Source: an optimization exercise on an open RTL-to-GDS flow (aim: small area and a short achievable clock period). Production flows keep margins and buffers that such runs may drop. Function was checked by simulation only, so behaviour that the tests miss may differ from the original. No activity file was given, so power comes from the tool's default toggle rates.

<file path="config.mk">
export PLATFORM = sky130hd
export DESIGN_NAME = data_mem_responder
export DESIGN_NICKNAME = data_mem_responder
export VERILOG_FILES = /design/flow/design.v
export SDC_FILE = /design/flow/constraint.sdc
export NUM_CORES = 4
export LEC_CHECK = 0
export CAP_MARGIN = 20
export CORE_MARGIN = 2
export CORE_UTILIZATION = 40
export SLEW_MARGIN = 20
export SYNTH_HIERARCHICAL = 1
export SYNTH_MINIMUM_KEEP_SIZE = 0
</file>
<file path="run.sh">
#!/bin/bash
# synth_recipe.tcl (not shown) runs the flow's synth.tcl, then flattens the netlist and writes it again
# the make line also repeats each setting of config.mk as NAME=value (left out here)
make -C /OpenROAD-flow-scripts/flow DESIGN_CONFIG=/design/flow/config.mk WORK_HOME=/design/flow/orfs CLKGATE_MAP_FILE= SYNTH_SCRIPT=/design/flow/synth_recipe.tcl finish
</file>
<file path="design.v">
package mem_pkg;
   localparam int WORD_SIZE = 16;
endpackage
module sp_ram #(
   parameter int WORD_SIZE = 16,
   parameter int DEPTH     = 256
) (
   input  logic                     clk,
   input  logic                     we,      
   input  logic [$clog2(DEPTH)-1:0] addr,
   input  logic [WORD_SIZE-1:0]     wdata,
   output logic [WORD_SIZE-1:0]     rdata
);
   logic                       ph;
   logic [DEPTH*WORD_SIZE-1:0] q;
   logic [WORD_SIZE-1:0]       col;
   logic [DEPTH-1:0]           wr, wr_n, sel_n;
   logic [WORD_SIZE-1:0]       rd_q;
   always_ff @(posedge clk) ph <= ~ph;
   assign col = wdata ^ {WORD_SIZE{ph}};
   ram_dec #(.DEPTH(DEPTH)) u_dec (
      .we   (we),
      .addr (addr),
      .wr   (wr),
      .wr_n (wr_n),
      .sel_n(sel_n)
   );
   for (genvar r = 0; r < DEPTH; r++) begin : g_row
      always_ff @(posedge clk)
         q[r*WORD_SIZE +: WORD_SIZE] <= ~((q[r*WORD_SIZE +: WORD_SIZE] | {WORD_SIZE{wr[r]}}) &
                                          ({WORD_SIZE{wr_n[r]}} | col));
   end
   for (genvar b = 0; b < WORD_SIZE; b++) begin : g_col
      logic [DEPTH/2-1:0] pr;
      for (genvar p = 0; p < DEPTH / 2; p++) begin : g_pair
         rd_pair u_pair (
            .q0 (q[(2*p)*WORD_SIZE + b]),
            .q1 (q[(2*p+1)*WORD_SIZE + b]),
            .s0n(sel_n[2*p]),
            .s1n(sel_n[2*p+1]),
            .y  (pr[p])
         );
      end
      rd_or #(.N(DEPTH / 2)) u_or (.a(pr), .y(rd_q[b]));
   end
   always_ff @(posedge clk) rdata <= ~rd_q ^ {WORD_SIZE{ph}};
endmodule
module ram_dec #(
   parameter int DEPTH = 256
) (
   input  logic                     we,
   input  logic [$clog2(DEPTH)-1:0] addr,
   output logic [DEPTH-1:0]         wr,
   output logic [DEPTH-1:0]         wr_n,
   output logic [DEPTH-1:0]         sel_n
);
   localparam int AW = $clog2(DEPTH);
   for (genvar r = 0; r < DEPTH; r++) begin : g_row
      assign sel_n[r] = (addr != AW'(r));
      assign wr[r]    = we & (addr == AW'(r));
      assign wr_n[r]  = ~(we & (addr == AW'(r)));
   end
endmodule
module rd_pair (
   input  logic q0,
   input  logic q1,
   input  logic s0n,
   input  logic s1n,
   output logic y
);
   assign y = ~((q0 | s0n) & (q1 | s1n));
endmodule
module rd_or #(
   parameter int N = 128
) (
   input  logic [N-1:0] a,
   output logic         y
);
   assign y = |a;
endmodule
import mem_pkg::*;
module data_mem_responder #(
   parameter int DEPTH       = 256,
   parameter int WAIT_STATES = 2
) (
   input  logic                 Clock,
   input  logic                 Reset,
   input  logic [WORD_SIZE-1:0] Addr,
   input  logic [WORD_SIZE-1:0] WrData,
   input  logic                 Write,
   input  logic                 Read,
   output logic [WORD_SIZE-1:0] RdData,
   output logic                 Waitreq,
   output logic                 ProtoErr
   ,
   output logic [WORD_SIZE-1:0] ReadCount,
   output logic [WORD_SIZE-1:0] WriteCount
);
   localparam int AW = $clog2(DEPTH);
   logic                 w1, w2;         
   logic                 w2rd;           
   logic [WORD_SIZE-1:0] a_l;            
   logic [WORD_SIZE-1:0] d_l;            
   logic                 op_l;           
   logic                 we_p;           
   logic [WORD_SIZE-1:0] ram_rdata;
   logic [WORD_SIZE-1:0] rd_hold;
   logic                 req;
   logic                 go;             
   logic                 done;
   logic                 proto_hit;
   assign req  = Read | Write;
   assign go   = req & ~Reset;
   assign done = go & w2;
   assign Waitreq = go & ~w2;
   assign RdData  = (go & w2rd) ? ram_rdata : rd_hold;
   always_comb begin
      proto_hit = Read & Write;
      if ((w1 | w2) & ~req) proto_hit = 1'b1;
      if (w1 & req & ((Addr != a_l) | (WrData != d_l) | (Write != op_l))) proto_hit = 1'b1;
   end
   always_ff @(posedge Clock) begin
      if (Reset) begin
         w1       <= 1'b0;
         w2       <= 1'b0;
         w2rd     <= 1'b0;
         rd_hold  <= '0;
         ProtoErr <= 1'b0;
      end else begin
         w1   <= ~w1 & ~w2 & req;
         w2   <= w1 & req;
         w2rd <= w1 & req & ~op_l;
         if (go & w2rd) rd_hold <= ram_rdata;
         if (proto_hit) ProtoErr <= 1'b1;
      end
   end
   always_ff @(posedge Clock) begin
      if (~w1 & ~w2) begin
         a_l  <= Addr;
         d_l  <= WrData;
         op_l <= Write;
      end
   end
   always_ff @(posedge Clock) we_p <= done & op_l;
   always_ff @(posedge Clock) begin
      if (Reset) begin
         ReadCount  <= '0;
         WriteCount <= '0;
      end else if (done) begin
         if (~op_l) begin
            if (ReadCount != '1)
               ReadCount <= ReadCount + WORD_SIZE'(1);
         end else if (WriteCount != '1) begin
            WriteCount <= WriteCount + WORD_SIZE'(1);
         end
      end
   end
   sp_ram #(
      .WORD_SIZE(WORD_SIZE),
      .DEPTH    (DEPTH)
   ) u_ram (
      .clk  (Clock),
      .we   (we_p),
      .addr (a_l[AW-1:0]),
      .wdata(d_l),
      .rdata(ram_rdata)
   );
endmodule
</file>
<file path="constraint.sdc">
create_clock -name core_clock -period 5.2 [get_ports {Clock}]
set_input_delay 1.0400 -clock core_clock [delete_from_list [all_inputs] [get_ports {Clock}]]
set_output_delay 1.0400 -clock core_clock [all_outputs]
set_load 0.01 [all_outputs]
</file>
==> key figures <==
STA
  – Clk_skew: 0.0751 ns
  – Peak Freq: 186 MHz
  – Total negative slack: -0.301 ns
  – Slew HR: 0.127
  – # setup viols final: 3
  – RSZ-0062 raised after global routing: false
  – Period utilization: 1.03
  – Worst hold slack: 0.442 ns
  – Setup WS post-layout: -0.166 ns
  – Final Hold Fails: 0
  – Crit path time final: 5.37 ns
  – Worst Tran Pin Value: 1.31 ns
  – Final Slew Violations: 0

Worst setup path
  – Worst r2r src: a_l[6]
  – Setup CP Type: register to register
  – FF-to-FF path depth: 10
  – Worst-path maximum fanout: 16
  – Worst setup SP type: register
  – Critical Path AT: 6.20 ns
  – Crit-path cells: and4b_1 -> buf_4 -> nand2_1 -> o22ai_1 -> nor4_1 -> nand4_1 -> nor4_1 -> buf_4 -> nand2_1 -> xnor2_1
  – CP Capture Type: register
  – CP endpoint: u_ram.rdata[8]
  – Crit-path slowest cell: nor4_1
  – CP peak stage delay: 0.91 ns
  – Worst Setup SP: a_l[6]
  – Reg2Reg Setup Slack: -0.17 ns
  – Critical Path RT: 6.04 ns
  – Reg2Reg Capture Point: u_ram.rdata[8]

Routing
  – Per-cell routed wire length: 31.0 µm
  – Vias per inst: 6.87
  – DRC: 0
  – Routed vias: 125,000
  – ANT nets after route: 0
  – First-pass DRT Iterations: 9
  – Final WL: 566 mm
  – Initial drt markers: 17,400

Clocking
  – H-tree levels: 5
  – CTS tree: done
  – Clock-pin slew on the worst setup and hold paths: 0.06 ns
  – Num Clock Sinks: 4,199
  – Worst skew pair latency: 1.04 ns
  – Postcts setup bufs: 0
  – Root buffer selected by CTS: clkbuf_16
  – CTS resizes: 0
  – Total CTS buffers: 424
  – Longest Clk Path Bufs: 4
  – Hold buffer count at cts: 0

Global routing
  – Vias in the first global route: 115,000
  – Total track usage: 0.301
  – Largest net degree at the start of global routing: 141
  – Antenna violations before repair: 23
  – First-pass GRT wire length: 814 mm
  – Overflow after GRT: 0

Die
  – Die Y: 598 µm
  – Die area: 358,000 µm²
  – Cell row count: 218
  – Core area: 352,000 µm²
  – Num ports: 86
  – Initial Utilization: 0.401
  – Chip width: 598 µm

Min path
  – Worst Hold Class: register to register
  – Worst Hold Path Cells: 1
  – Worst hold path startpoint: u_ram.q[1216]

Synthesis
  – Netlist cell types: 58
  – Post-synth EDFFs: 33
  – Top cells by area, synth: dfxtp_1 (59%), o22ai_1 (27%), nor4_1 (2.4%), buf_2 (1.8%), clkbuf_1 (1.5%)
  – Register bit total from synthesis: 4,199
  – Seq/Total Area, Yosys: 0.598
  – Synth Flop Type: dfxtp_1
  – Synthesis warning total: 8
  – Post-synthesis mux area share: 0.00172
  – Synth area leader: dfxtp_1
  – Synth Area in XOR/XNOR: 0.00580
  – Post-Synthesis Cells: 13,900
  – FFs w/ async S/R, synth: 0
  – Main combinational cell family by area after synthesis: compound AO/OA/AOI/OAI gates
  – Synth Area in Simple Gates: 0.0671
  – Mapped Nets: 13,900
  – Synth Cell Area: 141,000 µm²
  – Post-Synth Adder-Cell Area: 0.000177
  – Avg Cell Area, Syn: 10.2 µm²
  – Post-synthesis compound-gate area fraction: 0.273
  – Synth top area share: 0.591

Placed design
  – Placement-stage worst setup slack: 0.212 ns
  – Area after DPL: 147,000 µm²
  – GP Congestion: 0.971
  – PortBufs: 85
  – Inst Count DP: 17,400
  – HPWL after DPL: 356 mm

Run
  – Max-cap violations: 0

Final layout
  – Commonest cells after routing, fill and taps aside: o22ai_1 (6,145), dfxtp_1 (4,165), buf_4 (546)
  – P&R area growth vs syn: 14.7%
  – NumNets Final: 13,300
  – Most common cell after layout, fill and taps aside: o22ai_1
  – Post-route cell area: 162,000 µm²
  – Final core occ: 0.460
  – Post-layout instance count excluding filler cells: 18,200
  – Share of cells above drive strength 1: 0.117

Pwr
  – LEAKAGE: 57.5 nW
  – PD cells: 423 nW/µm²
  – Total power: 68.6 mW
  – Max IR drop VDD: 338 µV

Status
  – Status: complete, but fails checks
  – Layout check failures: setup timing
cells by family (layout without fill, tap and decap cells):
family | Yosys count | count (layout)
adders and majority gates | 2 | 2
and+or+nand+nor | 1649 | 1649
DFF | 4199 | 4199
muxes | 22 | 22
xor gates and xnor gates | 85 | 85
other | 0 | 6
AOI/OAI and AO/OA | 6163 | 6163
buffers and inverters | 1735 | 1485
state kept, by name, indices dropped and copies added (netlist names):
name / count
ProtoErr: 1
ReadCount: 16
WriteCount: 16
a_l: 16
d_l: 16
op_l: 1
rd_hold: 16
u_ram.ph: 1
u_ram.q: 4096
u_ram.rdata: 16
w1: 1
w2: 1
w2rd: 1
we_p: 1
metal layers:
layer,vias up,wire length (µm),GRT usage
met1,61700,234000,0.412
li1,54300,-,-
met5,-,90,0
met4,10,36700,0.171
met3,1452,59200,0.0680
met2,7720,236000,0.434
power by group:
part	total, mW	switching [mW]	internal (mW)	leakage (nW)
Sequential	32.9	0.360	32.5	35.4
Combinational	3.06	2.36	0.702	14.6
Clock	32.7	13.4	19.3	7.41
cell usage after synthesis, types with 4 or more instances:
cell,instances
clkbuf_1,571
buf_6,7
inv_1,8
nor4bb_1,9
nor2_1,31
nand4b_1,4
and4_1,5
a21oi_1,5
nor4b_2,4
edfxtp_1,33
xnor2_1,38
mux2_2,18
xor2_1,37
nor4_1,545
buf_4,133
buf_1,519
buf_2,496
o22ai_1,6145
nor4_2,18
nor2b_1,19
nor3_2,40
o21ai_0,4
nand4_1,140
xor2_2,10
or4b_1,4
nor4b_4,4
dfxtp_1,4166
mux2i_1,4
nand4bb_1,6
nand2_1,288
and4b_1,8
nor3_1,225
nand3_1,270
worst max-delay path: cells and delay by family, from the launching register on:
kind,cells,cell delay (ns)
buf+inv,2,0.58
xor+xnor,1,0.12
simple gates,6,3.60
compound gates,1,0.33
flops,1,0.55
worst min-delay path by stage:
| stage | end | slack (ns) |
|---|---|---|
| floorplan | w1 | 0.42 |
| detailed placement | u_ram.q[2932] | 0.44 |
| finish | u_ram.q[1216] | 0.44 |
| CTS | u_ram.q[3765] | 0.45 |
| global route | u_ram.q[1664] | 0.45 |
| global placement | u_ram.q[1067] | 0.43 |
modules after synthesis, one instance, submodules excluded, a selection:
module | area, µm² | flip-flops and latches
data_mem_responder | 3680 | 86
rd_pair | 6.26 | 0
cell type report:
cell class	instances	area, µm²
Antenna cell	6	15.0
Clock buffer	629	12700
Clock inverter	159	2320
Fill cell	32800	190000
Inverter	8	30.0
Multi-Input combinational cell	7921	50600
Sequential cell	4199	84400
Tap cell	4620	5780
Timing Repair Buffer	689	6070

[what the ideal ports hide]
Ports are ideal in the flow. The routed layout listed here was re-timed in OpenROAD. Step 1 assumes that a clkbuf_16 drives the clock port and a buf_2 every other input. Step 2, shift: input delay + t, output delay - t, t = (earliest + latest rising clock arrival at the registers) / 2. This alone moves slack from input paths to output paths. Three values: ideal, step 1, step 2; two values: the first two.
t, ns: 1.109
setup slack, ns: -0.166 / -0.166 / -0.166
latest minus earliest clock arrival (ns): 0.089 / 0.089
The setup slack of this run moves by 0.000 ns with the drivers and by 0.000 ns with both steps.
